This design comes from an exercise in tuning for small area, a short achievable clock period and few clock cycles on the open sky130 flow, not from production work.
Where RTL was checked, it was by simulation tests only, not by an equivalence proof against the original.
Function not checked in run 6: the RTL went through the layout flow alone.
Power figures rest on the tool's default switching activity, not on a simulated workload.

File: run.sh
#!/bin/bash
# synth_recipe.tcl (not shown) runs the flow's synth.tcl, then flattens the netlist and writes it again
# the make line also repeats each setting of config.mk as NAME=value (left out here)
make -C /OpenROAD-flow-scripts/flow DESIGN_CONFIG=/design/flow/config.mk WORK_HOME=/design/flow/orfs CLKGATE_MAP_FILE= SYNTH_SCRIPT=/design/flow/synth_recipe.tcl finish
File: config.mk
export PLATFORM = sky130hd
export DESIGN_NAME = accum_top
export DESIGN_NICKNAME = accum_top
export VERILOG_FILES = /design/flow/design.v
export SDC_FILE = /design/flow/constraint.sdc
export NUM_CORES = 4
export LEC_CHECK = 0
export CAP_MARGIN = 20
export CORE_MARGIN = 2
export CORE_UTILIZATION = 70
export CTS_BUF_LIST = sky130_fd_sc_hd__clkbuf_8
export SETUP_SLACK_MARGIN = 5
export SLEW_MARGIN = 20
File: constraint.sdc
create_clock -name core_clock -period 8.5 [get_ports {clk_state}]
set_input_delay 1.7000 -clock core_clock [delete_from_list [all_inputs] [get_ports {clk_state}]]
set_output_delay 1.7000 -clock core_clock [all_outputs]
set_load 0.01 [all_outputs]
File: design.v
package accum_pkg;
  localparam int unsigned NUM_ACC = 8;    
  localparam int unsigned ACC_W   = 32;
  localparam int unsigned OUT_W   = 64;   
  localparam int unsigned ADDR_W  = 3;
  localparam int unsigned LEN_W   = 16;   
  localparam logic [7:0] REG_CMD       = 8'h00;
  localparam logic [7:0] REG_ACCUM_LEN = 8'h04;
  localparam logic [7:0] REG_SCALE     = 8'h08;
  localparam logic [7:0] REG_SHIFT     = 8'h0C;
  localparam logic [7:0] REG_MODE      = 8'h10;
  localparam logic [7:0] REG_STATUS    = 8'h14;
  localparam logic [2:0] CMD_CLEAR     = 3'd1;
  localparam logic [2:0] CMD_ACCUM     = 3'd2;
  localparam logic [2:0] CMD_NORMQUANT = 3'd3;
  localparam logic [2:0] CMD_STREAMOUT = 3'd4;
  localparam logic MODE_8B  = 1'b0;
  localparam logic MODE_32B = 1'b1;
  typedef union packed {
    logic [OUT_W/8-1:0][7:0]           bytes;
    logic [OUT_W/ACC_W-1:0][ACC_W-1:0] words;
  } out_word_u;
endpackage
`timescale 1ns/1ps
module accum_top #(
  parameter int unsigned NumAcc = accum_pkg::NUM_ACC
) (
  input  logic                        clk_state,
  input  logic                        rst_ni,
  input  logic                        psel_i,
  input  logic                        penable_i,
  input  logic                        pwrite_i,
  input  logic [7:0]                  paddr_i,
  input  logic [31:0]                 pwdata_i,
  output logic [31:0]                 prdata_o,
  output logic                        pready_o,
  output logic                        pslverr_o,
  input  logic                        psum_valid_i,
  output logic                        psum_ready_o,
  input  logic [accum_pkg::ACC_W-1:0] psum_data_i,
  output logic                        out_valid_o,
  input  logic                        out_ready_i,
  output logic [accum_pkg::OUT_W-1:0] out_data_o,
  output logic                        done_o
);
  logic [15:0] len_q;
  logic [7:0]  scale_q;
  logic [7:0]  sm_q;          
  logic [7:0]  z_d;
  logic [4:0]  shift_q;
  logic        mode_q;
  logic [3:0]  mode_c;        
  logic [3:0]  wsel_q;        
  logic        s_wr;
  assign pready_o = 1'b1;
  assign s_wr     = psel_i & ~penable_i & pwrite_i;
  always_ff @(posedge clk_state or negedge rst_ni) begin
    if (!rst_ni) begin
      wsel_q  <= '0;
      len_q   <= '0;
      scale_q <= '0;
      sm_q    <= '0;
      shift_q <= '0;
      mode_q  <= 1'b0;
      mode_c  <= '0;
    end else begin
      wsel_q <= {s_wr & (paddr_i == accum_pkg::REG_MODE),
                 s_wr & (paddr_i == accum_pkg::REG_SHIFT),
                 s_wr & (paddr_i == accum_pkg::REG_SCALE),
                 s_wr & (paddr_i == accum_pkg::REG_ACCUM_LEN)};
      if (wsel_q[0]) len_q   <= pwdata_i[15:0];
      if (wsel_q[1]) scale_q <= pwdata_i[7:0];
      sm_q   <= (wsel_q[1] ? pwdata_i[7:0] : scale_q) & {8{~z_d[0]}};
      if (wsel_q[2]) shift_q <= pwdata_i[4:0];
      if (wsel_q[3]) mode_q  <= pwdata_i[0];
      mode_c <= wsel_q[3] ? {4{pwdata_i[0]}} : {mode_q, mode_c[3:1]};
    end
  end
  logic        acc_q;         
  logic        pend_q;        
  logic        busy_q;        
  logic        done_q;
  logic        err_q;
  logic [15:0] prd_q;
  logic [31:0] ring_q [8];
  logic [7:0]  z_q;
  logic        az_q;          
  logic [2:0]  hd_q;
  logic        acc_act_q;     
  logic [15:0] k_q;
  logic        rdy_q;
  logic        nq_act_q;      
  logic [3:0]  nq_cnt_q;
  logic        v2_q, v3_q;
  logic        so_act_q;      
  logic [1:0]  bc_q;
  logic        ov_q;
  logic [2:0] code;
  logic       is_clear, is_accum, is_nq, is_so, len0, imm;
  logic       clear_now, relabel;
  assign code      = pwdata_i[2:0];
  assign is_clear  = (code == accum_pkg::CMD_CLEAR);
  assign is_accum  = (code == accum_pkg::CMD_ACCUM);
  assign is_nq     = (code == accum_pkg::CMD_NORMQUANT);
  assign is_so     = (code == accum_pkg::CMD_STREAMOUT);
  assign len0      = (len_q == 16'd0);
  assign imm       = is_clear | (is_accum & len0);
  assign clear_now = acc_q & is_clear;
  assign relabel   = acc_q & is_accum & az_q;
  logic [31:0] head, nq_word;
  logic        hs, ohs;
  assign head = z_q[0] ? 32'h0 : ring_q[0];
  logic [15:0] k_inc;
  logic        acc_last, acc_fin;
  assign k_inc        = k_q + 16'd1;
  assign acc_last     = (k_inc == len_q);
  assign psum_ready_o = rdy_q;
  assign hs           = psum_valid_i & rdy_q;
  assign acc_fin      = hs & acc_last;
  logic [31:0] psum_q;
  logic [31:0] w6_d;
  logic        c32;
  assign {c32, w6_d} = {1'b0, ring_q[7]} + {1'b0, psum_q};
  logic        nq_issue, nq_fin;
  logic [39:0] sa_d, ca_d, p_q;
  logic [7:0]  sh_q, ch_q, ph_q;
  logic nq_start;
  assign nq_start = (s_setup & s_cmd & is_nq & ~busy_n) | (acc_q & is_nq & ~nq_act_q);
  assign nq_issue = nq_start | (nq_act_q & ~nq_cnt_q[3]);
  assign nq_fin   = nq_act_q & nq_cnt_q[3] & v2_q;
  always_comb begin
    logic [39:0] pp [9];
    logic [39:0] a0, b0, a1, b1, a2, b2, c0, d0, c1, d1, e0, f0;
    for (int j = 0; j < 8; j++) begin
      pp[j] = '0;
      for (int i = 0; i < 31; i++) pp[j][i+j] = sm_q[j] & ring_q[0][i];
      pp[j][31+j] = ~(sm_q[j] & ring_q[0][31]);
    end
    pp[7][39] = 1'b1;
    pp[0][31] = ~pp[0][31];
    pp[0][32] = ~pp[0][31];
    pp[8] = '0;
    a0 = pp[0] ^ pp[1] ^ pp[2];
    b0 = ((pp[0] & pp[1]) | (pp[0] & pp[2]) | (pp[1] & pp[2])) << 1;
    a1 = pp[3] ^ pp[4] ^ pp[5];
    b1 = ((pp[3] & pp[4]) | (pp[3] & pp[5]) | (pp[4] & pp[5])) << 1;
    a2 = pp[6] ^ pp[7] ^ pp[8];
    b2 = ((pp[6] & pp[7]) | (pp[6] & pp[8]) | (pp[7] & pp[8])) << 1;
    c0 = a0 ^ b0 ^ a1;
    d0 = ((a0 & b0) | (a0 & a1) | (b0 & a1)) << 1;
    c1 = b1 ^ a2 ^ b2;
    d1 = ((b1 & a2) | (b1 & b2) | (a2 & b2)) << 1;
    e0 = c0 ^ d0 ^ c1;
    f0 = ((c0 & d0) | (c0 & c1) | (d0 & c1)) << 1;
    sa_d = e0 ^ f0 ^ d1;
    ca_d = ((e0 & f0) | (e0 & d1) | (f0 & d1)) << 1;
  end
  logic [22:0] t1;
  logic [14:0] t2;
  logic [10:0] t3;
  logic [8:0]  t4;
  logic [7:0]  t5, clip;
  logic [31:0] thr, over;
  logic        ovf;
  assign p_q = {ph_q, ring_q[6]};
  assign t1 = shift_q[4] ? p_q[38:16] : p_q[22:0];
  assign t2 = shift_q[3] ? t1[22:8]   : t1[14:0];
  assign t3 = shift_q[2] ? t2[14:4]   : t2[10:0];
  assign t4 = shift_q[1] ? t3[10:2]   : t3[8:0];
  assign t5 = shift_q[0] ? t4[8:1]    : t4[7:0];
  always_comb begin
    for (int j = 0; j < 32; j++) begin
      thr[j]  = (j >= 32'(shift_q));
      over[j] = thr[j] & (p_q[j+7] ^ p_q[39]);
    end
  end
  assign ovf     = |over;
  assign clip    = ovf ? {p_q[39], {7{~p_q[39]}}} : t5;
  assign nq_word = {{24{clip[7]}}, clip};
  logic so_last;
  assign out_valid_o = ov_q;
  assign ohs         = ov_q & out_ready_i;
  assign so_last     = ~mode_q | (bc_q == 2'd3);
  always_comb begin
    for (int i = 0; i < 8; i++) begin
      out_data_o[8*i +: 8] = mode_c[i/2] ? ring_q[i/4][8*(i%4) +: 8] : ring_q[i][7:0];
    end
  end
  logic        run_done, busy_n, done_a, take_a;
  logic        s_setup, s_cmd, s_known, s_imm, s_acc, s_addr_ok;
  logic [4:0]  s_rsel;
  logic        acc_act_d, so_act_d;
  logic [2:0]  hd_d;
  logic [15:0] k_d;
  logic [1:0]  bc_d;
  assign run_done = (acc_act_q & acc_fin) | nq_fin | (so_act_q & ohs & so_last);
  assign busy_n  = busy_q & ~done_q;
  assign done_a  = run_done | pend_q;
  assign take_a  = ~busy_n | done_a;
  assign s_setup = psel_i & ~penable_i;
  assign s_cmd   = pwrite_i & (paddr_i == accum_pkg::REG_CMD);
  assign s_known = (code == accum_pkg::CMD_CLEAR) | (code == accum_pkg::CMD_ACCUM) |
                   (code == accum_pkg::CMD_NORMQUANT) | (code == accum_pkg::CMD_STREAMOUT);
  assign s_imm   = imm;
  assign s_acc   = s_setup & s_cmd & s_known & take_a;
  always_comb begin
    s_addr_ok = 1'b1;
    s_rsel    = '0;
    case (paddr_i)
      accum_pkg::REG_CMD:       ;
      accum_pkg::REG_ACCUM_LEN: s_rsel[0] = 1'b1;
      accum_pkg::REG_SCALE:     s_rsel[1] = 1'b1;
      accum_pkg::REG_SHIFT:     s_rsel[2] = 1'b1;
      accum_pkg::REG_MODE:      s_rsel[3] = 1'b1;
      accum_pkg::REG_STATUS:    s_rsel[4] = 1'b1;
      default:                  s_addr_ok = 1'b0;
    endcase
  end
  assign acc_act_d = (acc_q & is_accum & ~len0) | (acc_act_q & ~acc_fin);
  assign so_act_d  = (acc_q & is_so) | (so_act_q & ~(ohs & so_last));
  assign hd_d      = relabel ? 3'd0 : hd_q + 3'd1;
  assign k_d       = acc_q ? 16'd0 : (hs ? k_inc : k_q);
  assign bc_d      = acc_q ? 2'd0 : bc_q + {1'b0, ohs};
  assign z_d       = clear_now ? 8'hff : {1'b0, z_q[7], z_q[6] & ~v3_q, z_q[5:1]};
  always_ff @(posedge clk_state or negedge rst_ni) begin
    if (!rst_ni) begin
      acc_q     <= 1'b0;
      pend_q    <= 1'b0;
      busy_q    <= 1'b0;
      done_q    <= 1'b0;
      hd_q      <= '0;
      z_q       <= '1;
      az_q      <= 1'b1;
      acc_act_q <= 1'b0;
      rdy_q     <= 1'b0;
      nq_act_q  <= 1'b0;
      v2_q      <= 1'b0;
      v3_q      <= 1'b0;
      so_act_q  <= 1'b0;
      ov_q      <= 1'b0;
    end else begin
      acc_q     <= s_acc;
      pend_q    <= s_acc & s_imm & busy_n;
      done_q    <= done_a | (s_acc & s_imm & ~busy_n);
      busy_q    <= busy_n | (acc_q & (~imm | pend_q));
      hd_q      <= hd_d;
      z_q       <= z_d;
      az_q      <= clear_now | (az_q & ~hs & ~v3_q);
      acc_act_q <= acc_act_d;
      rdy_q     <= acc_act_d & (hd_d == k_d[2:0]);
      nq_act_q  <= nq_start | (nq_act_q & ~nq_fin);
      v2_q      <= nq_issue;
      v3_q      <= v2_q;
      so_act_q  <= so_act_d;
      ov_q      <= so_act_d & ~|z_d &
                   (mode_q ? (hd_d == {bc_d, 1'b0}) : (hd_d == 3'd0));
    end
  end
  always_ff @(posedge clk_state) begin
    err_q    <= ~s_addr_ok | (s_cmd & (~s_known | ~take_a));
    prd_q    <= ({16{s_rsel[0]}} & len_q) |
                ({16{s_rsel[1]}} & {8'h0, scale_q}) |
                ({16{s_rsel[2]}} & {11'h0, shift_q}) |
                ({16{s_rsel[3]}} & {15'h0, mode_q}) |
                ({16{s_rsel[4]}} & {8'(NumAcc), 7'h0, busy_n & ~done_a});
  end
  assign pslverr_o = err_q;
  assign prdata_o  = {16'h0, prd_q};
  assign done_o    = done_q;
  always_ff @(posedge clk_state) begin
    for (int i = 0; i < 8; i++) begin
      if (i == 7)      ring_q[i] <= nq_issue ? sa_d[31:0] : head;
      else if (i == 6) ring_q[i] <= w6_d;
      else if (i == 5) ring_q[i] <= v3_q ? nq_word : ring_q[6];
      else             ring_q[i] <= ring_q[i+1];
    end
    k_q    <= k_d;
    bc_q   <= bc_d;
    if (nq_start)      nq_cnt_q <= 4'd1;
    else if (nq_issue) nq_cnt_q <= nq_cnt_q + 4'd1;
    psum_q <= nq_issue ? ca_d[31:0] : (hs ? psum_data_i : 32'h0);
    sh_q   <= sa_d[39:32];
    ch_q   <= ca_d[39:32];
    ph_q   <= c32 ? sh_q + ch_q + 8'd1 : sh_q + ch_q;
  end
endmodule
==> summary.md, run 1 <==
| Metric | Value |
|---|---|
| Outcome | `timing/DRC/antenna clean` |
| Core Region | `0.03245 mm2` |
| Number of global-route vias before repair | `17.44k` |
| Top Family by Delay on Critical Path | `flip-flops` |
| Relative slew slack | `40.11%` |
| Yosys cell types | `82` |
| CP arrival | `1.92 ns` |
| Cell leakage power | `12.23 nW` |
| Die Ht | `185.2 um` |
| Max Cap Viol | `0` |
| Area of the multi-input gates | `0.01285 mm2` |
| IO Port Bufs | `146` |
| Met3 WL | `4081 um` |
| Row Count | `66` |
| First-pass GRT wire length | `95,370 um` |
| CTS Buf Count | `61` |
| YS warnings | `3` |
| Setup TNS | `0 ns` |
| Cell repeated most along the worst path | `buf_6` |
| CP startpoint kind | `register` |
| Syn avg cell area | `10.19 um2` |
| Drt initial violations | `1,433` |
| GRT Total Usage | `36.42%` |
| Critical Path Max Stage Delay | `0.49 ns` |
| Final wirelength | `60,590 um` |
| Final weighted congestion in routability-driven placement | `0.9159` |
| Post-DP HPWL | `43,470 um` |
| Number of synthesized flops with an enable pin | `0` |
| Largest net degree at the start of global routing | `70` |
| Final net count | `2,728` |
| Max Clock Skew | `0.02513 ns` |
| Pins Over Slew Limit | `0` |
| CP required | `6.80 ns` |
| Starting Density | `70.78%` |
| CTS tree | `yes` |
| Hold Vio Cnt, Final | `0` |
| Ys async rst share | `16.43%` |
| Cells after Synth | `2,255` |
| Clk Latency, worst-skew pair | `0.65 ns` |
| Final setup fails | `0` |
| Power Density | `155.8 mW/mm2` |
| Via/cell ratio | `5.851` |
| CP Cell Sequence | `buf_6 > buf_6 > buf_6 > mux2_4 > buf_6` |
| Worst-Margin Slew | `0.8983 ns` |
| DR vias | `16.79k` |
| Root buf cell | `clkbuf_8` |
| Min-delay worst type | `register to register` |
| Remaining DRCs | `0` |
| Hold_ws | `0.3239 ns` |
| Area Overhead vs Synth | `13.38%` |
| Post-DRT Antenna Nets | `0` |
| Met2 WL | `30,000 um` |
| WS Path Type | `register to output port` |
| H-Tree Depth | `2` |
| Reg clk slew, reported paths | `0.07 ns` |
| VDD IR-drop max | `0.3195 mV` |
| Die X | `185.2 um` |
| Highest routed metal layer | `met5` |
| Fmax | `276.0 MHz` |
| RSZ-0062 raised after global routing | `yes` |
| Most common flop cell mapped by yosys | `dfxtp_1` |
| Storage cell area | `0.008822 mm2` |
| Total gr overflow | `0` |
| Die area | `0.03428 mm2` |
| Wl on met1 | `24,550 um` |
| CTS max path bufs | `3` |
| Layout cells sized above 1 | `14.87%` |
| Slowest stage cell, crit path | `dfrtp_2` |
| Fillers | `2,079` |
| I/O pin cnt | `180` |
| Final period util | `42.62%` |
| Worst Path Buf+Inv | `4` |
| # clock sinks | `420` |
| DR WL/cell | `21.11 um` |
| Drt first pass iters | `7` |
| Flops & latches, synth | `420` |
| Initial antenna violation count | `2` |
| Final min period | `3.623 ns` |
| Sequential-to-total area share from yosys stat | `38.15%` |
| Worst-path fanout max | `4` |
| Endpoint type of the worst setup path | `output port` |
| Post-Syn Area | `0.02297 mm2` |
## synth_stat cells (16+ instances only)
library cell	n	share of area, %
nand2_1	204	3.3
inv_1	226	3.7
ha_1	91	5.0
mux2_2	89	4.4
dfxtp_1	351	31
o21ai_0	70	1.5
buf_4	33	1.1
xor2_1	29	1.1
nand3b_1	34	1.1
dfrtp_1	60	6.5
nand3_1	58	1.3
a21o_1	18	0.59
buf_2	18	0.39
nor2_1	59	0.96
nor3_1	24	0.52
xnor2_1	58	2.2
clkbuf_1	61	1.0
fa_1	184	16
nor2b_1	16	0.44
and3_1	20	0.54
and2_1	249	6.8
a21oi_1	67	1.5
## sequential cells by signal (all words and copies together), names as in the netlist, 16 cells and up
name	count
len_q	16
k_q	16
ring_q	256
psum_q	32
prd_q	16
## routing by layer
layer  global-route usage (%)  vias up
met5                        0        -
met4                    13.27        4
met3                    5.879      148
met2                    61.41      653
met1                    47.74     8430
li1                         -     7558
## through the flow
stage	util [%]	setup slack, ns	cell area (um2)	std cells	total power (W)
3_5_place_dp	75.43	3.146	24480	2736	0.002338
6_report	80.26	4.877	26050	2870	0.004058
4_1_cts	79.83	4.864	25910	2867	0.004061
5_1_grt	80.25	4.842	26040	2869	0.004187
3_3_place_gp	75.35	3.302	24450	2735	0.002329
2_1_floorplan	-	5.038	23040	2270	0.002242
## power breakdown
group	leakage (nW)	internal, W	switching (W)
Sequential	3.75	0.00203	0.0000606
Combinational	7.71	0.000112	0.000111
Clock	0.777	0.000934	0.000811
Total	12.2	0.00308	0.000982
## placed cells by master (no fill, tap or decap), drive strengths merged, types with 10 or more instances in the layout
| master | instances |
|---|---|
| dfxtp | 351 |
| and2 | 251 |
| inv | 247 |
| nand2 | 204 |
| fa | 184 |
| mux2 | 93 |
| ha | 91 |
| clkdlybuf4s50 | 89 |
| clkbuf | 79 |
| buf | 73 |
| o21ai | 72 |
| a21oi | 68 |
| dfrtp | 60 |
| nor2 | 59 |
| xnor2 | 59 |
| nand3 | 58 |
| nand3b | 34 |
| xor2 | 30 |
| nor3 | 25 |
| and3 | 20 |
| a21o | 18 |
| conb | 17 |
| nor2b | 16 |
| clkinv | 16 |
| nand2b | 15 |
| mux4 | 14 |
| or3 | 11 |
| nor4 | 11 |
| o211ai | 10 |
| or2 | 10 |
| a211oi | 10 |
## layout make-up
class | instances | share of cell area, %
diodes | 1 | 0.009608
clock inverters | 38 | 1.124
repair buffers | 169 | 5.971
clock buffers | 78 | 4.122
inverters | 227 | 3.334
flip-flops and latches | 420 | 33.87
multi-input cells | 1494 | 49.33
well taps | 442 | 2.123
repair inverters | 1 | 0.1153
## logic make-up (layout without fill, tap and decap cells)
group                      after synthesis  after routing  synth area share [%]
and+or+nand+nor                        739            739                 17.28
DFF                                    420            420                 38.15
adders and majority gates              278            278                 21.13
muxes                                  116            116                 6.324
xor gates and xnor gates                89             89                 3.459
buffers and inverters                  356            513                 6.536
AOI/OAI and AO/OA                      255            255                 7.086
other                                    2             18               0.03269
## what timing repair did
action,in CTS,in global routing
gates cloned,1,0
endpoints found under the setup margin,128,98
pin swaps,0,1
buffers inserted,14,2
resized for setup,269,31
hold buffers,0,0
## path summary, 6_finish.rpt
kind / startpoint / end / slack (ns) / cells after the start
max: mode_c[0]$_DFF_PN0_ / out_data_o[8] / 4.88 / 5
min: ring_q[4][9]$_DFF_P_ / ring_q[3][9]$_DFF_P_ / 0.32 / 0
max reg2reg: ring_q[7][0]$_DFF_P_ / ph_q[1]$_DFF_P_ / 5.11 / 11
min reg2reg: ring_q[4][9]$_DFF_P_ / ring_q[3][9]$_DFF_P_ / 0.32 / 0
max in group asynchronous: rst_ni / sm_q[5]$_DFF_PN0_ / 6.67 / 1
min in group asynchronous: rst_ni / mode_c[2]$_DFF_PN0_ / 1.17 / 1
Testbench counts, summed over its fixed seeds: cycles 8,040.
==> inputs of run 2 (changes only) <==
--- a/config.mk
+++ b/config.mk
@@ -9,5 +9,6 @@
 export CORE_MARGIN = 2
 export CORE_UTILIZATION = 70
 export CTS_BUF_LIST = sky130_fd_sc_hd__clkbuf_8
+export PLACE_DENSITY_LB_ADDON = 0.2
 export SETUP_SLACK_MARGIN = 5
 export SLEW_MARGIN = 20
==> run 2 against run 1 <==
  * Non-clock buffer count rose by 1
  * Die area did not move
  * Combinational power rose by 2%
  * First-iteration DRC count rose by 8.2%
  * Register-to-register slack got worse by 0.03 ns
  * Final area rose by 0.57%
  * Count of clock-buffer cells in the layout rose by 6
  * Worst hold slack got worse by 0.0086 ns
  * Largest cell class unchanged
  * Highest routed layer is now met4
==> summary.md, run 2 <==
| Metric | Value |
|---|---|
| Crit path to | `out_data_o[42]` |
| Cell leakage power | `12.25 nW` |
| Post-Syn Area | `0.02297 mm2` |
| Combinational Power Share | `5.5%` |
| Flops & latches, synth | `420` |
| Via/cell ratio | `6.019` |
| Row Count | `66` |
| Final net count | `2,735` |
| Design Area, Final | `0.02619 mm2` |
| Core Region | `0.03245 mm2` |
| Layout cells sized above 1 | `14.96%` |
| Largest family of logic cells by synthesized area | `adder cells` |
| Dpl cell area | `0.02446 mm2` |
| Final setup fails | `0` |
| Setup TNS | `0 ns` |
| Internal power | `0.003108 W` |
| Synth area leader | `dfxtp_1` |
| Syn avg cell area | `10.19 um2` |
| Most common flop cell mapped by yosys | `dfxtp_1` |
| Relative slew slack | `28.80%` |
| Worst Hold Depth | `0` |
| Starting Density | `70.78%` |
| CP arrival | `1.88 ns` |
| Switching Fraction | `24.58%` |
| Reg with most FFs | `ring_q` |
| Yosys cell types | `82` |
| Number of global-route vias before repair | `18.04k` |
| RR Startpoint | `shift_q[0]$_DFFE_PN0P_` |
| Final weighted congestion in routability-driven placement | `0.9413` |
| Seq pwr share | `50.8%` |
| I/O pin cnt | `180` |
| Initial antenna violation count | `0` |
| Remaining DRCs | `0` |
| DR WL/cell | `22.55 um` |
| Power Density | `157.3 mW/mm2` |
| R2R cell count | `8` |
| Post-synth top area share | `30.59%` |
| CP Cell Sequence | `buf_6 > buf_12 > mux2_4 > buf_6` |
| Most frequent cells in the layout | `323 x dfxtp_1, 249 x and2_1, 241 x inv_1` |
| DR vias | `17.31k` |
| CTS tree | `yes` |
| Largest register FFs | `256` |
| Critical Path Max Stage Delay | `0.51 ns` |
| Compound-gate portion of the synthesized area | `7.086%` |
| Cells after Synth | `2,255` |
| CTS max path bufs | `3` |
| Post-Synth Simple-Gate Area | `17.28%` |
| Commonest non-fill, non-tap cell in the layout | `dfxtp_1` |
| Total gr overflow | `0` |
| Min-delay worst type | `register to register` |
| Leading cell types by count after synthesis | `351 x dfxtp_1, 249 x and2_1, 226 x inv_1` |
| R2R setup slack | `5.08 ns` |
| First-pass GRT wire length | `98,810 um` |
| WS Path Type | `register to output port` |
| Endpoint type of the worst setup path | `output port` |
| Root buf cell | `clkbuf_8` |
| Die area | `0.03428 mm2` |
| Final period util | `42.08%` |
| Hold Vio Cnt, Final | `0` |
| CP startpoint | `mode_c[2]$_DFF_PN0_` |
| Fmax | `279.6 MHz` |
| Top-count cell post-synth | `dfxtp_1` |
| Max Clock Skew | `0.04541 ns` |
| DP Cell Count | `2,736` |
| Synthesized-area fraction occupied by xor and xnor cells | `3.459%` |
| Outcome | `timing/DRC/antenna clean` |
| # clock sinks | `420` |
| CP required | `6.80 ns` |
| Post-Synth Adder-Cell Area | `21.13%` |
| Sequential-to-total area share from yosys stat | `38.15%` |
| Final wirelength | `64,860 um` |
| Final Non-Filler Cells | `2,876` |
| Worst-path fanout max | `9` |
| Number of synthesized flops with an enable pin | `0` |
| R2r endpoint | `ring_q[5][0]$_DFF_P_` |
| CP startpoint kind | `register` |
| Max Cap Viol | `0` |
| NetSw | `0.001013 W` |
| Fillers | `2,035` |
| Die X | `185.2 um` |
| Regs by FF count | `ring_q: 256 flops, psum_q: 32 flops` |
| Ys async rst share | `16.43%` |
| Clk Latency, worst-skew pair | `0.63 ns` |
| H-Tree Depth | `3` |
| VDD IR-drop max | `0.2413 mV` |
| Drt initial violations | `1,550` |
| Post-DP HPWL | `43,810 um` |
| Mux contribution to synthesized area | `6.324%` |
| Worst-Margin Slew | `1.068 ns` |
| IO Port Bufs | `146` |
| YS warnings | `3` |
| CTS Buf Count | `66` |
| GRT Total Usage | `38.32%` |
| Area Overhead vs Synth | `14.03%` |
| Slowest stage cell, crit path | `dfrtp_4` |
| Largest net degree at the start of global routing | `70` |
| Reg clk slew, reported paths | `0.06 ns` |
| Area contributors post-synth | `dfxtp_1 31%, fa_1 16%, and2_1 6.8%` |
| Clock network power share | `43.7%` |
| Cell repeated most along the worst path | `buf_6` |
| Drt first pass iters | `7` |
| RSZ-0062 raised after global routing | `yes` |
| Pins Over Slew Limit | `0` |
| Final min period | `3.577 ns` |
| Die Ht | `185.2 um` |
| Post-DRT Antenna Nets | `0` |
[run 2: area by class of cell]
class                           instances  area [um2]  area share, %
Tap cell                              442       553.0          2.111
Sequential cell                       420        8831          33.71
Clock inverter                         36       250.2         0.9553
Inverter                              227       878.3          3.353
Clock buffer                           84        1156          4.414
Timing Repair Buffer                  170        1633          6.234
Antenna cell                            1       2.502       0.009553
Timing Repair inverter                  2       41.29         0.1576
Multi-Input combinational cell       1494       12850          49.05
[run 2: stage by stage]
| step | power [W] | hold WS, ns | util [%] | setup slack (ns) |
|---|---|---|---|---|
| floorplan | 0.002242 | 0.3096 | - | 5.038 |
| global placement | 0.002329 | 0.3098 | 75.36 | 3.227 |
| detailed placement | 0.002339 | 0.3121 | 75.37 | 3.109 |
| CTS | 0.004111 | 0.3201 | 80.38 | 4.885 |
| global route | 0.004228 | 0.3296 | 80.70 | 4.922 |
| finish | 0.004121 | 0.3153 | 80.71 | 4.923 |
[run 2: worst min-delay path by stage]
| stage | from | to |
|---|---|---|
| floorplan | ring_q[2][10]$_DFF_P_ | ring_q[1][10]$_DFF_P_ |
| global placement | ring_q[4][10]$_DFF_P_ | ring_q[3][10]$_DFF_P_ |
| detailed placement | ring_q[2][15]$_DFF_P_ | ring_q[1][15]$_DFF_P_ |
| CTS | ring_q[5][25]$_DFF_P_ | ring_q[4][25]$_DFF_P_ |
| global route | ring_q[2][25]$_DFF_P_ | ring_q[1][25]$_DFF_P_ |
| finish | ring_q[5][31]$_DFF_P_ | ring_q[4][31]$_DFF_P_ |
[run 2: worst max-delay path: cells and delay by family (launching register included)]
| kind | cells | cell delay [ns] |
|---|---|---|
| flops | 1 | 0.51 |
| buf+inv | 3 | 0.40 |
| mux | 1 | 0.33 |
[run 2: kinds of logic (layout without fill, tap and decap cells)]
kind of cell / Yosys count / count (layout)
AND/OR/NAND/NOR: 739 / 739
multiplexers: 116 / 116
XOR/XNOR: 89 / 89
buffers and inverters: 356 / 519
AO/OA/AOI/OAI: 255 / 255
adder cells (fa/ha/maj): 278 / 278
flip-flops: 420 / 420
other: 2 / 18
[run 2: layer usage]
layer,vias up,track usage [%],part of all wire (%)
met5,-,0,0
met3,288,8.710,8.4
met4,0,21.90,6.3
met2,885,62.74,48
met1,8560,46.91,38
li1,7579,-,-
[run 2: repair_timing]
item	in CTS	in global routing
resized for setup	184	84
setup buffers	11	2
hold endpoints to repair	0	0
endpoints found under the setup margin	130	131
hold buffers	0	0
cloned	1	5
pin swaps	0	1
[run 2: power groups by stage]
stage | combinational (W) | clock, W | sequential [W]
floorplan | 0.000143 | 0 | 0.00210
global placement | 0.000200 | 0 | 0.00213
detailed placement | 0.000208 | 0 | 0.00213
CTS | 0.000220 | 0.00180 | 0.00209
global route | 0.000246 | 0.00189 | 0.00210
finish | 0.000227 | 0.00180 | 0.00209
==> inputs of run 3 (changes only) <==
--- a/config.mk
+++ b/config.mk
@@ -7,8 +7,7 @@
 export LEC_CHECK = 0
 export CAP_MARGIN = 20
 export CORE_MARGIN = 2
-export CORE_UTILIZATION = 70
+export CORE_UTILIZATION = 65
 export CTS_BUF_LIST = sky130_fd_sc_hd__clkbuf_8
-export PLACE_DENSITY_LB_ADDON = 0.2
 export SETUP_SLACK_MARGIN = 5
 export SLEW_MARGIN = 20
==> run 3 against run 2 <==
  * Still clean
  * Clock skew is 0.013 ns lower
  * Non-clock buffer count rose by 4
  * Combinational power fell by 3%
  * Routed wire length is 4.1% lower
  * Worst hold slack hardly changed
  * Global-route usage down 4.3 points
  * Count of clock-buffer cells in the layout decreased by 10
  * Sequential cell count is the same
  * Final cell count rose by 0.52%
  * Critical path type unchanged
  * Largest power group unchanged
==> summary.md, run 3 <==
| Metric | Value |
|---|---|
| Commonest non-fill, non-tap cell in the layout | `dfxtp_1` |
| NetSw | `0.001022 W` |
| RSZ-0062 raised after global routing | `yes` |
| First-pass GRT wire length | `95,030 um` |
| CP required | `6.80 ns` |
| Initial antenna violation count | `1` |
| Drt first pass iters | `5` |
| Ys async rst share | `16.43%` |
| Area contributors post-synth | `dfxtp_1 31%, fa_1 16%, and2_1 6.8%` |
| Post-Synth Simple-Gate Area | `17.28%` |
| Largest register FFs | `256` |
| Outcome | `timing/DRC/antenna clean` |
| Combinational Power Share | `5.3%` |
| Pins Over Slew Limit | `0` |
| Post-DP HPWL | `44,260 um` |
| Max Clock Skew | `0.03290 ns` |
| Total gr overflow | `0` |
| Final min period | `3.532 ns` |
| Clock network power share | `44.2%` |
| Area Overhead vs Synth | `14.21%` |
| Reg clk slew, reported paths | `0.07 ns` |
| CTS Buf Count | `67` |
| IO Port Bufs | `146` |
| Synth area leader | `dfxtp_1` |
| Cells after Synth | `2,255` |
| Post-Syn Area | `0.02297 mm2` |
| WS Path Type | `register to output port` |
| Switching Fraction | `24.65%` |
| VDD IR-drop max | `0.2173 mV` |
| Largest net degree at the start of global routing | `70` |
| Mux contribution to synthesized area | `6.324%` |
| Relative slew slack | `40.43%` |
| Top-count cell post-synth | `dfxtp_1` |
| Cell leakage power | `12.28 nW` |
| Area of the multi-input gates | `0.01285 mm2` |
| Post-synth top area share | `30.59%` |
| Storage cell area | `0.008827 mm2` |
| Row Count | `68` |
| Flops & latches, synth | `420` |
| Most common flop cell mapped by yosys | `dfxtp_1` |
| Via/cell ratio | `5.807` |
| DR vias | `16.79k` |
| Syn avg cell area | `10.19 um2` |
| Root buf cell | `clkbuf_8` |
| Setup TNS | `0 ns` |
| Hold_ws | `0.3153 ns` |
| Sequential-to-total area share from yosys stat | `38.15%` |
| CTS tree | `yes` |
| Synthesized-area fraction occupied by xor and xnor cells | `3.459%` |
| H-Tree Depth | `3` |
| DR WL/cell | `21.51 um` |
| Fillers | `2,407` |
| Fmax | `283.1 MHz` |
| DP Cell Count | `2,748` |
| Final setup fails | `0` |
| Largest family of logic cells by synthesized area | `adder cells` |
| Reg with most FFs | `ring_q` |
| Number of global-route vias before repair | `17.17k` |
| CP startpoint kind | `register` |
| CTS max path bufs | `3` |
| Drt initial violations | `1,353` |
| Leading cell types by count after synthesis | `351 x dfxtp_1, 249 x and2_1, 226 x inv_1` |
| Power Density | `158.0 mW/mm2` |
| Critical Path Max Stage Delay | `0.49 ns` |
| Worst-Margin Slew | `0.8936 ns` |
| CP arrival | `1.83 ns` |
| Compound-gate portion of the synthesized area | `7.086%` |
| YS warnings | `3` |
| Layout cells sized above 1 | `14.90%` |
| Seq pwr share | `50.5%` |
| Final net count | `2,739` |
| Final weighted congestion in routability-driven placement | `0.9411` |
| Die Ht | `192.0 um` |
| Die X | `192.0 um` |
| CP Cell Sequence | `buf_4 > buf_12 > mux2_4 > buf_6` |
| Yosys cell types | `82` |
| Final period util | `41.55%` |
| Worst-path fanout max | `10` |
| Post-DRT Antenna Nets | `0` |
| Post-Synth Adder-Cell Area | `21.13%` |
| Die area | `0.03686 mm2` |
| Number of synthesized flops with an enable pin | `0` |
| # clock sinks | `420` |
| Max Cap Viol | `0` |
| Most frequent cells in the layout | `321 x dfxtp_1, 249 x and2_1, 249 x inv_1` |
| Internal power | `0.003124 W` |
| Endpoint type of the worst setup path | `output port` |
| Hold Vio Cnt, Final | `0` |
| Min-delay worst type | `register to register` |
| Core Region | `0.03471 mm2` |
| GRT Total Usage | `34.01%` |
| Remaining DRCs | `0` |
| Ant. Diodes | `0` |
| Cts hold-fix bufs | `0` |
| Slowest stage cell, crit path | `dfrtp_4` |
| Regs by FF count | `ring_q: 256 flops, psum_q: 32 flops` |
| Starting Density | `66.18%` |
| Final Non-Filler Cells | `2,891` |
| I/O pin cnt | `180` |
| Final wirelength | `62,190 um` |
| Clk Latency, worst-skew pair | `0.62 ns` |
| Total design power | `0.004146 W` |
[run 3: cell counts after synthesis]
No cell type changed its count.
[run 3: logic make-up after synthesis]
| logic type | Yosys count |
|---|---|
| simple gates | 739 |
| xor+xnor | 89 |
| mux | 116 |
| flops | 420 |
| other cells | 2 |
| fa+ha+maj | 278 |
| buf+inv | 356 |
| compound gates | 255 |
[run 3: cell type report]
type                    count  share of cell area (%)
multi-input cells        1494                   48.99
flip-flops and latches    420                   33.64
repair buffers            174                   6.305
clock buffers              74                   3.882
inverters                 227                   3.348
well taps                 455                   2.170
clock inverters            46                   1.545
repair inverters            1                  0.1145
[run 3: what timing repair did]
action                     in CTS  in global routing
gates cloned                    1                  4
gates resized for setup       179                108
setup endpoints to repair     129                127
setup buffers                  12                  6
pin swaps                       0                  4
[run 3: per-stage QoR]
step                instance area (um2)  utilization, %  setup slack, ns
floorplan                         23040               -            5.038
global placement                  24470           70.49            3.287
detailed placement                24470           70.49            3.166
CTS                               26130           75.27            4.885
global route                      26240           75.58            4.942
finish                            26240           75.58            4.968
[run 3: final timing paths]
check / end / startpoint / slack, ns / cells past startpoint
min in group asynchronous: mode_c[1]$_DFF_PN0_ / rst_ni / 1.21 / 1
setup reg to reg: ring_q[7][19]$_DFF_P_ / sm_q[4]$_DFF_PN0_ / 5.14 / 9
hold reg to reg: ring_q[3][24]$_DFF_P_ / ring_q[4][24]$_DFF_P_ / 0.32 / 0
hold / removal: ring_q[3][24]$_DFF_P_ / ring_q[4][24]$_DFF_P_ / 0.32 / 0
max in group asynchronous: sm_q[1]$_DFF_PN0_ / rst_ni / 6.61 / 1
setup / recovery: out_data_o[58] / mode_c[3]$_DFF_PN0_ / 4.97 / 4
[run 3: critical path: cells and delay by family, from the launching register on]
kind / cells / cell delay, ns
flip-flops: 1 / 0.49
multiplexers: 1 / 0.31
buffers and inverters: 3 / 0.41
[run 3: power by group through the flow]
| stage | Combinational, W | Sequential [W] | Clock, W |
|---|---|---|---|
| after floorplan | 0.000143 | 0.00210 | 0 |
| after global placement | 0.000203 | 0.00213 | 0 |
| after detailed placement | 0.000208 | 0.00213 | 0 |
| after CTS | 0.000216 | 0.00209 | 0.00184 |
| after global routing | 0.000240 | 0.00210 | 0.00194 |
| final | 0.000221 | 0.00209 | 0.00183 |
[run 3: layer usage]
layer	global-route usage (%)	up-vias	routed length, um
met5	0	-	10
met4	12.60	2	2081
met3	5.317	149	4151
met2	57.07	622	30380
met1	44.76	8422	25570
li1	-	7593	-
==> inputs of run 4 (changes only) <==
==> flow/run.sh (new file) <==
#!/bin/bash
# The standard layout, with clock tree synthesis told not to add dummy loads.
set -euo pipefail
bash standard.sh "CTS_ARGS=-sink_clustering_enable -repair_clock_nets -dont_use_dummy_load -buf_list sky130_fd_sc_hd__clkbuf_8" finish > standard.log 2>&1
==> standard.sh (new file) <==
#!/bin/bash
# synth_recipe.tcl (not shown) runs the flow's synth.tcl, then flattens the netlist and writes it again
# the make line also repeats each setting of config.mk as NAME=value (left out here)
make -C /OpenROAD-flow-scripts/flow DESIGN_CONFIG=/design/flow/config.mk WORK_HOME=/design/flow/orfs CLKGATE_MAP_FILE= SYNTH_SCRIPT=/design/flow/synth_recipe.tcl "${@:-finish}"
--- a/config.mk
+++ b/config.mk
@@ -7,7 +7,7 @@
 export LEC_CHECK = 0
 export CAP_MARGIN = 20
 export CORE_MARGIN = 2
-export CORE_UTILIZATION = 65
+export CORE_UTILIZATION = 70
 export CTS_BUF_LIST = sky130_fd_sc_hd__clkbuf_8
 export SETUP_SLACK_MARGIN = 5
 export SLEW_MARGIN = 20
removed: run.sh
==> run 4 against run 3 <==
  * Final cell count is 2.4% lower
  * Largest cell class unchanged
  * Largest power group unchanged
  * Register-to-register slack worse by 0.04 ns
  * Still clean
  * Combinational power hardly changed
  * Clock skew is 0.033 ns higher
  * Die area is 7.0% lower
  * Synthesized cell count stayed put
  * Global-route usage is 1.6 points higher
  * Power is 13% lower
  * Synthesized area stayed put
  * Setup slack worse by 0.031 ns
==> summary.md, run 4 <==
| Metric | Value |
|---|---|
| Outcome | `timing/DRC/antenna clean` |
| Number of synthesized flops with an enable pin | `0` |
| DR WL/cell | `21.33 um` |
| Commonest non-fill, non-tap cell in the layout | `dfxtp_1` |
| Reg clk slew, reported paths | `0.06 ns` |
| Layout cells sized above 1 | `13.62%` |
| Most common flop cell mapped by yosys | `dfxtp_1` |
| IO Port Bufs | `146` |
| Remaining DRCs | `0` |
| Flops & latches, synth | `420` |
| Final period util | `41.92%` |
| Largest register FFs | `256` |
| RSZ-0062 raised after global routing | `yes` |
| CTS max path bufs | `3` |
| Clk Latency, worst-skew pair | `0.63 ns` |
| Starting Density | `70.78%` |
| DR vias | `16.68k` |
| Area of the multi-input gates | `0.01283 mm2` |
| H-Tree Depth | `2` |
| Leading cell types by count after synthesis | `351 x dfxtp_1, 249 x and2_1, 226 x inv_1` |
| WS Path Type | `register to output port` |
| Final weighted congestion in routability-driven placement | `0.9159` |
| Hold_ws | `0.3097 ns` |
| Cts hold-fix bufs | `0` |
| Fillers | `2,158` |
| # clock sinks | `420` |
| Post-Syn Area | `0.02297 mm2` |
| Final net count | `2,735` |
| Die Ht | `185.2 um` |
| Regs by FF count | `ring_q: 256 flops, psum_q: 32 flops` |
| Post-synth top area share | `30.59%` |
| Final min period | `3.563 ns` |
| CP required | `6.80 ns` |
| Most frequent cells in the layout | `332 x dfxtp_1, 249 x and2_1, 226 x inv_1` |
| CP startpoint kind | `register` |
| Critical Path Max Stage Delay | `0.49 ns` |
| Max Clock Skew | `0.06593 ns` |
| Power Density | `141.2 mW/mm2` |
| Row Count | `66` |
| Ant. Diodes | `0` |
| Largest net degree at the start of global routing | `70` |
| Cell repeated most along the worst path | `buf_6` |
| Setup TNS | `0 ns` |
| Endpoint type of the worst setup path | `output port` |
| Worst-Margin Slew | `0.9041 ns` |
| Ys async rst share | `16.43%` |
| Area Overhead vs Synth | `11.15%` |
| Drt initial violations | `1,301` |
| Worst Hold Depth | `0` |
| Total gr overflow | `0` |
| Post-DRT Antenna Nets | `0` |
| Crit. path cell count | `4` |
| Storage cell area | `0.008810 mm2` |
| I/O pin cnt | `180` |
| Initial antenna violation count | `1` |
| Reg with most FFs | `ring_q` |
| Worst-path fanout max | `10` |
| Via/cell ratio | `5.911` |
| CTS tree | `yes` |
| Core Region | `0.03245 mm2` |
| Cells after Synth | `2,255` |
| Cell leakage power | `11.90 nW` |
| Syn avg cell area | `10.19 um2` |
| Final setup fails | `0` |
| CTS Buf Count | `61` |
| Pins Over Slew Limit | `0` |
| Synth area leader | `dfxtp_1` |
| VDD IR-drop max | `0.2303 mV` |
| Min-delay worst type | `register to register` |
| Dpl cell area | `0.02448 mm2` |
| Die area | `0.03428 mm2` |
| Area contributors post-synth | `dfxtp_1 31%, fa_1 16%, and2_1 6.8%` |
| Fmax | `280.7 MHz` |
| Post-DP HPWL | `43,470 um` |
| Max Cap Viol | `0` |
| Worst Path Buf+Inv | `3` |
| R2R cell count | `11` |
| Root buf cell | `clkbuf_8` |
| YS warnings | `3` |
| Relative slew slack | `39.72%` |
| Hold Vio Cnt, Final | `0` |
| CP Cell Sequence | `buf_6 > buf_12 > mux2_4 > buf_6` |
| Final wirelength | `60,160 um` |
| Yosys cell types | `82` |
| First-pass GRT wire length | `93,290 um` |
| Sequential-to-total area share from yosys stat | `38.15%` |
| Number of global-route vias before repair | `17.21k` |
| CP arrival | `1.86 ns` |
| Design Area, Final | `0.02553 mm2` |
| Drt first pass iters | `5` |
| Top-count cell post-synth | `dfxtp_1` |
| DP Cell Count | `2,736` |
| GRT Total Usage | `35.64%` |
| Top Family by Delay on Critical Path | `flip-flops` |
| Slowest stage cell, crit path | `dfrtp_4` |
| Final Non-Filler Cells | `2,821` |
| Die X | `185.2 um` |
run 4: cell counts after synthesis:
Identical to the previous run, type by type.
run 4: layout make-up:
cell class	instances	share of cell area, %
repair buffers	176	6.228
well taps	442	2.166
multi-input cells	1494	50.26
clock buffers	61	3.288
flip-flops and latches	420	34.50
repair inverters	1	0.1176
inverters	227	3.440
run 4: kinds of logic (layout without fill, tap and decap cells):
| logic type | Yosys count | count (layout) | synth area share [%] |
|---|---|---|---|
| AOI/OAI and AO/OA | 255 | 255 | 7.086 |
| buffers and inverters | 356 | 465 | 6.536 |
| xor gates and xnor gates | 89 | 89 | 3.459 |
| and+or+nand+nor | 739 | 739 | 17.28 |
| muxes | 116 | 116 | 6.324 |
| adders and majority gates | 278 | 278 | 21.13 |
| DFF | 420 | 420 | 38.15 |
| other | 2 | 17 | 0.03269 |
run 4: what timing repair did:
item | in CTS | in global routing
pin swaps | 0 | 1
cloned | 1 | 4
setup endpoints to repair | 124 | 103
resized for setup | 242 | 45
buffers inserted | 12 | 7
run 4: per-layer routing:
| metal | track usage [%] | vias to the layer above | routed length [um] |
|---|---|---|---|
| met5 | 0 | - | 0 |
| met3 | 5.171 | 141 | 4097 |
| met4 | 12.70 | 0 | 2023 |
| met2 | 60.01 | 649 | 29620 |
| met1 | 47.30 | 8378 | 24420 |
| li1 | - | 7507 | - |
run 4: final timing paths:
check	start	end	slack, ns
min	ring_q[2][25]$_DFF_P_	ring_q[1][25]$_DFF_P_	0.31
min reg2reg	ring_q[2][25]$_DFF_P_	ring_q[1][25]$_DFF_P_	0.31
max	mode_c[3]$_DFF_PN0_	out_data_o[59]	4.94
max reg2reg	ring_q[7][0]$_DFF_P_	ph_q[1]$_DFF_P_	5.10
max in group asynchronous	rst_ni	sm_q[5]$_DFF_PN0_	6.60
min in group asynchronous	rst_ni	mode_c[1]$_DFF_PN0_	1.17
run 4: where the power goes:
part	internal, W	switching, W	leakage (nW)
combinational	0.000112	0.000109	7.72
clock	0.000629	0.000665	0.439
sequential	0.00203	0.0000591	3.75
total	0.00277	0.000833	11.9
run 4: stage by stage:
step | util, % | total power [W] | worst slack (ns)
global placement | 75.35 | 0.002329 | 3.302
CTS | 78.12 | 0.003612 | 4.887
detailed placement | 75.43 | 0.002338 | 3.146
floorplan | - | 0.002242 | 5.038
finish | 78.68 | 0.003606 | 4.937
global route | 78.68 | 0.003725 | 4.893
==> inputs of run 5 (changes only) <==
--- a/config.mk
+++ b/config.mk
@@ -7,7 +7,7 @@
 export LEC_CHECK = 0
 export CAP_MARGIN = 20
 export CORE_MARGIN = 2
-export CORE_UTILIZATION = 70
+export CORE_UTILIZATION = 65
 export CTS_BUF_LIST = sky130_fd_sc_hd__clkbuf_8
 export SETUP_SLACK_MARGIN = 5
 export SLEW_MARGIN = 20
==> run 5 against run 4 <==
  * Final area grew 0.43%
  * Setup slack improved by 0.065 ns
  * Core utilization shrank 4.8 points
  * Register-to-register slack better by 0.04 ns
  * Worst hold slack lost 0.015 ns
  * Critical path depth down 1
  * Maximum frequency is 1.9% higher
  * Synthesized area unchanged
  * Routed wire length grew 1.3%
  * Clock power grew 9%
  * Largest power group unchanged
==> summary.md, run 5 <==
| Metric | Value |
|---|---|
| Initial antenna violation count | `0` |
| Post-DRT Antenna Nets | `0` |
| Worst-path fanout max | `9` |
| RSZ-0062 raised after global routing | `yes` |
| CP startpoint kind | `register` |
| Ant. Diodes | `0` |
| Largest register FFs | `256` |
| Slowest stage cell, crit path | `dfrtp_4` |
| DR vias | `16.47k` |
| Cell leakage power | `11.94 nW` |
| Row Count | `68` |
| R2R setup slack | `5.14 ns` |
| CTS tree | `yes` |
| YS warnings | `3` |
| Cts hold-fix bufs | `0` |
| CP required | `6.80 ns` |
| Number of global-route vias before repair | `16.86k` |
| DP Cell Count | `2,748` |
| RR Startpoint | `sm_q[1]$_DFF_PN0_` |
| Endpoint type of the worst setup path | `output port` |
| IO Port Bufs | `146` |
| Flops & latches, synth | `420` |
| Top Family by Delay on Critical Path | `flip-flops` |
| Number of synthesized flops with an enable pin | `0` |
| Syn avg cell area | `10.19 um2` |
| Hold Vio Cnt, Final | `0` |
| Final min period | `3.498 ns` |
| DR WL/cell | `21.48 um` |
| CTS max path bufs | `3` |
| Starting Density | `66.18%` |
| Area contributors post-synth | `dfxtp_1 31%, fa_1 16%, and2_1 6.8%` |
| Clk Latency, worst-skew pair | `0.60 ns` |
| Commonest non-fill, non-tap cell in the layout | `dfxtp_1` |
| Die X | `192.0 um` |
| # clock sinks | `420` |
| Hold_ws | `0.2950 ns` |
| Outcome | `timing/DRC/antenna clean` |
| Reg with most FFs | `ring_q` |
| Pins Over Slew Limit | `0` |
| Regs by FF count | `ring_q: 256 flops, psum_q: 32 flops` |
| Largest net degree at the start of global routing | `70` |
| Remaining DRCs | `0` |
| Post-synth top area share | `30.59%` |
| Leading cell types by count after synthesis | `351 x dfxtp_1, 249 x and2_1, 226 x inv_1` |
| Crit path to | `out_data_o[56]` |
| Most common flop cell mapped by yosys | `dfxtp_1` |
| Area Overhead vs Synth | `11.63%` |
| Drt initial violations | `1,247` |
| Worst-Margin Slew | `0.9508 ns` |
| Most frequent cells in the layout | `325 x dfxtp_1, 249 x and2_1, 226 x inv_1` |
| Critical Path Max Stage Delay | `0.50 ns` |
| I/O pin cnt | `180` |
| Die Ht | `192.0 um` |
| Core Region | `0.03471 mm2` |
| Final Non-Filler Cells | `2,838` |
| Synth area leader | `dfxtp_1` |
| Final wirelength | `60,970 um` |
| Final weighted congestion in routability-driven placement | `0.9411` |
| Die area | `0.03686 mm2` |
| CTS Buf Count | `67` |
| Root buf cell | `clkbuf_8` |
| CP startpoint | `mode_c[3]$_DFF_PN0_` |
| Min-delay worst type | `register to register` |
| Total gr overflow | `0` |
| Sequential-to-total area share from yosys stat | `38.15%` |
| CP Cell Sequence | `buf_8 > mux2_2 > dlygate4sd2_1` |
| First-pass GRT wire length | `93,140 um` |
| GRT Total Usage | `33.57%` |
| Worst Path Buf+Inv | `2` |
| Crit. path cell count | `3` |
| Post-DP HPWL | `44,260 um` |
| Final net count | `2,739` |
| Max Cap Viol | `0` |
| Layout cells sized above 1 | `13.34%` |
| H-Tree Depth | `3` |
| Fillers | `2,509` |
| CP arrival | `1.80 ns` |
| Cells after Synth | `2,255` |
| Relative slew slack | `36.61%` |
| Top-count cell post-synth | `dfxtp_1` |
| WS Path Type | `register to output port` |
| Fmax | `285.9 MHz` |
| Yosys cell types | `82` |
| Final setup fails | `0` |
| Power Density | `144.6 mW/mm2` |
| Post-Syn Area | `0.02297 mm2` |
| Setup TNS | `0 ns` |
| Ys async rst share | `16.43%` |
| Reg clk slew, reported paths | `0.06 ns` |
| Final period util | `41.15%` |
| Via/cell ratio | `5.802` |
| Drt first pass iters | `6` |
| Max Clock Skew | `0.07706 ns` |
| R2R cell count | `9` |
| R2r endpoint | `ring_q[7][21]$_DFF_P_` |
| VDD IR-drop max | `0.2415 mV` |
## run 5: cell counts after synthesis
No cell type changed its count.
## run 5: routing by layer
| metal | GRT usage, % | up-vias | wire length (um) |
|---|---|---|---|
| li1 | - | 7525 | - |
| met1 | 43.83 | 8227 | 25210 |
| met2 | 55.87 | 586 | 29690 |
| met3 | 5.938 | 128 | 4019 |
| met4 | 13.09 | 0 | 2056 |
| met5 | 0 | - | 0 |
## run 5: cell families (layout without fill, tap and decap cells)
family	count (synthesis)	after routing	synth area share [%]
fa+ha+maj	278	278	21.13
xor+xnor	89	89	3.459
compound gates	255	255	7.086
simple gates	739	739	17.28
other cells	2	17	0.03269
mux	116	116	6.324
flops	420	420	38.15
buf+inv	356	469	6.536
## run 5: area by class of cell
class | instances | area (um2) | share of cell area (%)
clock buffer | 67 | 922.1 | 3.596
inverter | 227 | 878.3 | 3.425
multi-input combinational | 1494 | 12830 | 50.05
sequential | 420 | 8823 | 34.41
tap | 455 | 569.3 | 2.220
timing repair buffer | 174 | 1585 | 6.182
timing repair inverter | 1 | 30.03 | 0.1171
## run 5: worst min path at each step
| stage | startpoint | endpoint | slack, ns | cells past startpoint |
|---|---|---|---|---|
| floorplan | ring_q[2][10]$_DFF_P_ | ring_q[1][10]$_DFF_P_ | 0.31 | 0 |
| global placement | ring_q[3][18]$_DFF_P_ | ring_q[2][18]$_DFF_P_ | 0.31 | 0 |
| detailed placement | ring_q[2][18]$_DFF_P_ | ring_q[1][18]$_DFF_P_ | 0.31 | 0 |
| CTS | ring_q[4][8]$_DFF_P_ | ring_q[3][8]$_DFF_P_ | 0.30 | 0 |
| global route | ring_q[3][23]$_DFF_P_ | ring_q[2][23]$_DFF_P_ | 0.30 | 0 |
| finish | ring_q[4][8]$_DFF_P_ | ring_q[3][8]$_DFF_P_ | 0.29 | 0 |
## run 5: power by group
group | internal (W) | total [W] | switching (W)
Combinational | 0.000110 | 0.000218 | 0.000108
Sequential | 0.00203 | 0.00209 | 0.0000611
Clock | 0.000697 | 0.00140 | 0.000700
Total | 0.00284 | 0.00371 | 0.000869
## run 5: what timing repair did
| action | CTS | global route |
|---|---|---|
| resized for setup | 154 | 56 |
| setup buffers | 12 | 5 |
| endpoints found under the setup margin | 125 | 126 |
| cloned | 1 | 5 |
| pin swaps | 0 | 4 |
## run 5: stage by stage
stage / area, um2 / total power (W) / util [%] / worst slack (ns)
after floorplan: 23040 / 0.002242 / - / 5.038
after global placement: 24470 / 0.002333 / 70.49 / 3.287
after detailed placement: 24470 / 0.002340 / 70.49 / 3.166
after CTS: 25620 / 0.003713 / 73.81 / 4.966
after global routing: 25640 / 0.003835 / 73.87 / 4.949
final: 25640 / 0.003708 / 73.87 / 5.002
==> inputs of run 6 (changes only) <==
--- a/design.v
+++ b/design.v
@@ -49,7 +49,7 @@
   logic [7:0]  z_d;
   logic [4:0]  shift_q;
   logic        mode_q;
-  logic [3:0]  mode_c;        
+  logic [6:0]  mode_c;        
   logic [3:0]  wsel_q;        
   logic        s_wr;
   assign pready_o = 1'b1;
@@ -73,7 +73,7 @@
       sm_q   <= (wsel_q[1] ? pwdata_i[7:0] : scale_q) & {8{~z_d[0]}};
       if (wsel_q[2]) shift_q <= pwdata_i[4:0];
       if (wsel_q[3]) mode_q  <= pwdata_i[0];
-      mode_c <= wsel_q[3] ? {4{pwdata_i[0]}} : {mode_q, mode_c[3:1]};
+      mode_c <= wsel_q[3] ? {7{pwdata_i[0]}} : {mode_q, mode_c[6:1]};
     end
   end
   logic        acc_q;         
@@ -183,7 +183,7 @@
   assign so_last     = ~mode_q | (bc_q == 2'd3);
   always_comb begin
     for (int i = 0; i < 8; i++) begin
-      out_data_o[8*i +: 8] = mode_c[i/2] ? ring_q[i/4][8*(i%4) +: 8] : ring_q[i][7:0];
+      out_data_o[8*i +: 8] = mode_c[(i == 0) ? 0 : i-1] ? ring_q[i/4][8*(i%4) +: 8] : ring_q[i][7:0];
     end
   end
   logic        run_done, busy_n, done_a, take_a;
--- a/config.mk
+++ b/config.mk
@@ -7,7 +7,7 @@
 export LEC_CHECK = 0
 export CAP_MARGIN = 20
 export CORE_MARGIN = 2
-export CORE_UTILIZATION = 65
+export CORE_UTILIZATION = 70
 export CTS_BUF_LIST = sky130_fd_sc_hd__clkbuf_8
 export SETUP_SLACK_MARGIN = 5
 export SLEW_MARGIN = 20
==> run 6 against run 5 <==
  * Via count up 2.1%
  * Global-route usage is 3.6 points higher
  * First-iteration DRC count up 9.9%
  * Power shrank 1.6%
  * Register-to-register slack worse by 0.05 ns
  * Synthesized cell count fell by 0.84%
  * Critical path type unchanged
  * Largest power group unchanged
  * Highest routed layer is now met5
==> summary.md, run 6 <==
| Metric | Value |
|---|---|
| Worst Path Buf+Inv | `4` |
| GRT Total Usage | `37.21%` |
| Max Cap Viol | `0` |
| DR WL/cell | `22.25 um` |
| Final weighted congestion in routability-driven placement | `0.9268` |
| Starting Density | `70.98%` |
| VDD IR-drop max | `0.2121 mV` |
| Row Count | `66` |
| Root buf cell | `clkbuf_8` |
| Endpoint type of the worst setup path | `output port` |
| Cell leakage power | `12.52 nW` |
| Outcome | `timing/DRC/antenna clean` |
| Storage cell area | `0.008921 mm2` |
| CTS tree | `yes` |
| Die Ht | `185.4 um` |
| Number of global-route vias before repair | `17.47k` |
| Hold Vio Cnt, Final | `0` |
| Post-synth top area share | `30.51%` |
| CP Cell Sequence | `buf_4 > buf_6 > buf_6 > mux2_2 > buf_2` |
| CTS max path bufs | `3` |
| Crit. path cell count | `5` |
| CTS Buf Count | `69` |
| # clock sinks | `423` |
| Power Density | `140.2 mW/mm2` |
| Seq pwr share | `56.5%` |
| Fmax | `280.0 MHz` |
| RSZ-0062 raised after global routing | `yes` |
| Largest net degree at the start of global routing | `73` |
| Cell repeated most along the worst path | `buf_6` |
| WS Path Type | `register to output port` |
| Clock network power share | `39.1%` |
| Clk Latency, worst-skew pair | `0.63 ns` |
| R2R cell count | `9` |
| Ys async rst share | `17.02%` |
| Final min period | `3.571 ns` |
| Fillers | `2,052` |
| Pins Over Slew Limit | `0` |
| Finished Core Util | `80.21%` |
| Final setup fails | `0` |
| Reg with most FFs | `ring_q` |
| H-Tree Depth | `3` |
| Top Family by Delay on Critical Path | `buffers and inverters` |
| Die X | `185.4 um` |
| Combinational Power Share | `4.4%` |
| Internal power | `0.002820 W` |
| Critical Path Max Stage Delay | `0.47 ns` |
| Remaining DRCs | `0` |
| DR vias | `16.82k` |
| Max Clock Skew | `0.06967 ns` |
| Final net count | `2,733` |
| I/O pin cnt | `180` |
| Drt first pass iters | `7` |
| Total gr overflow | `0` |
| Final wirelength | `62,740 um` |
| IO Port Bufs | `146` |
| Syn avg cell area | `10.30 um2` |
| Largest register FFs | `256` |
| Drt initial violations | `1,371` |
| Area Overhead vs Synth | `13.01%` |
| Top-count cell post-synth | `dfxtp_1` |
| Switching Fraction | `22.71%` |
| Final period util | `42.02%` |
| Dpl cell area | `0.02456 mm2` |
| Flops & latches, synth | `423` |
| Regs by FF count | `ring_q: 256 flops, psum_q: 32 flops` |
| Post-Syn Area | `0.02303 mm2` |
| Commonest non-fill, non-tap cell in the layout | `dfxtp_1` |
| Initial antenna violation count | `2` |
| Min-delay worst type | `register to register` |
| Slowest stage cell, crit path | `dfrtp_2` |
| Post-DP HPWL | `43,070 um` |
| CP arrival | `1.87 ns` |
| Worst-path fanout max | `6` |
| CP required | `6.80 ns` |
| Leading cell types by count after synthesis | `351 x dfxtp_1, 252 x and2_1, 229 x inv_1` |
| Core Region | `0.03245 mm2` |
| Area of the multi-input gates | `0.01285 mm2` |
| CP startpoint kind | `register` |
| Design Area, Final | `0.02603 mm2` |
| Via/cell ratio | `5.963` |
| Post-DRT Antenna Nets | `0` |
| Most common flop cell mapped by yosys | `dfxtp_1` |
| Worst-Margin Slew | `1.106 ns` |
| Yosys cell types | `81` |
| Relative slew slack | `26.29%` |
| Sequential-to-total area share from yosys stat | `38.38%` |
| Die area | `0.03437 mm2` |
| Reg clk slew, reported paths | `0.07 ns` |
| Synth area leader | `dfxtp_1` |
| First-pass GRT wire length | `95,660 um` |
| Number of synthesized flops with an enable pin | `0` |
| Cells after Synth | `2,236` |
| Layout cells sized above 1 | `13.08%` |
| Setup TNS | `0 ns` |
| NetSw | `0.0008288 W` |
| Area contributors post-synth | `dfxtp_1 31%, fa_1 16%, and2_1 6.8%` |
| Cts hold-fix bufs | `0` |
| YS warnings | `3` |
| Worst Hold Depth | `0` |
| Most frequent cells in the layout | `321 x dfxtp_1, 251 x and2_1, 229 x inv_1` |
==> run 6: changes by cell type after synthesis, moves of 8 or more <==
| cell | previous run | this run |
|---|---|---|
| a21oi_1 | 67 | 54 |
| mux2i_1 | 9 | 17 |
| nand2_1 | 204 | 189 |
| mux2_2 | 89 | 100 |
| buf_2 | 18 | 8 |
| nor2_1 | 59 | 47 |
| nand3_1 | 58 | 48 |
| clkbuf_1 | 61 | 81 |
==> run 6: layout make-up <==
type                       instances  area share, %
clock buffer                      69          3.648
timing repair inverter             1        0.04326
sequential                       423          34.27
antenna                            1       0.009613
inverter                         230          3.379
multi-input combinational       1468          49.35
timing repair buffer             186          7.171
tap                              442          2.124
==> run 6: power by group through the flow <==
stage,clock (W),combinational [W],sequential [W]
2_1_floorplan,0,0.0000998,0.00208
3_3_place_gp,0,0.000144,0.00210
3_5_place_dp,0,0.000146,0.00210
4_1_cts,0.00143,0.000158,0.00206
5_1_grt,0.00152,0.000177,0.00206
6_report,0.00143,0.000161,0.00206
==> run 6: path summary, 6_finish.rpt <==
check,from,end,slack [ns]
min in group asynchronous,rst_ni,len_q[14]$_DFFE_PN0P_,1.25
setup reg to reg,sm_q[0]$_DFF_PN0_,ring_q[7][12]$_DFF_P_,5.09
hold / removal,ring_q[3][29]$_DFF_P_,ring_q[2][29]$_DFF_P_,0.30
setup / recovery,mode_c[0]$_DFF_PN0_,out_data_o[12],4.93
max in group asynchronous,rst_ni,sm_q[0]$_DFF_PN0_,6.50
hold reg to reg,ring_q[3][29]$_DFF_P_,ring_q[2][29]$_DFF_P_,0.30
==> run 6: per-layer routing <==
metal,share of wire (%),GRT usage [%]
met1,39,46.97
met2,48,60.61
met3,8.5,7.511
met4,4.8,19.78
met5,0.021,0
==> run 6: repair_timing <==
item                       CTS  global route
setup endpoints to repair  147           118
gates cloned                 2             2
resized for setup          120            44
buffers inserted            26             5
pin swaps                    4             8
==> run 6: metrics by stage <==
step / setup slack, ns / hold WS [ns] / total power [W] / cells
global placement: 3.666 / 0.3099 / 0.002247 / 2715
detailed placement: 3.513 / 0.3121 / 0.002250 / 2715
floorplan: 5.024 / 0.3096 / 0.002179 / 2251
finish: 4.929 / 0.3041 / 0.003649 / 2820
CTS: 4.833 / 0.3031 / 0.003651 / 2812
global route: 4.904 / 0.3082 / 0.003761 / 2819
==> run 6: logic make-up after synthesis <==
family | share of synthesized area, %
and+or+nand+nor | 16.66
other | 0.03260
muxes | 6.996
xor gates and xnor gates | 3.753
DFF | 38.38
AOI/OAI and AO/OA | 6.736
buffers and inverters | 6.382
adders and majority gates | 21.06

## port drivers added, routing unchanged
The results above use ideal ports. As a check the final layouts listed here were re-extracted and re-timed, cells and wires unchanged. Step 1 (the two cells are an assumption about what drives the block):
set clk [get_ports {clk_state}]
set_driving_cell -lib_cell sky130_fd_sc_hd__clkbuf_16 $clk
set_driving_cell -lib_cell sky130_fd_sc_hd__buf_2 [delete_from_list [all_inputs] $clk]
Step 2 times the ports against the registers' clock, not the clock port: input delays grow and output delays shrink by t, the midpoint of the rising clock arrivals with the driver on. Slacks: no drivers / after step 1 / after step 2; pairs: no drivers / after step 1.
run	t, ns	slack for setup (ns)	worst setup path after step 2	worst register clock-pin slew, ns
run 1	0.685	4.877 / 4.829 / 4.383	input to register	0.07 / 0.07
run 2	0.651	4.923 / 4.877 / 4.431	input to register	0.07 / 0.07
run 3	0.657	4.968 / 4.916 / 4.448	input to register	0.07 / 0.07
run 4	0.648	4.937 / 4.888 / 4.492	input to register	0.06 / 0.06
run 5	0.602	5.002 / 4.954 / 4.488	input to register	0.07 / 0.07
run 6	0.640	4.929 / 4.881 / 4.419	input to register	0.07 / 0.07
After both steps setup and hold are still met in every run listed. The setup slack of run 3, which loses most, moves by -0.052 ns with the drivers and by -0.520 ns with both steps.
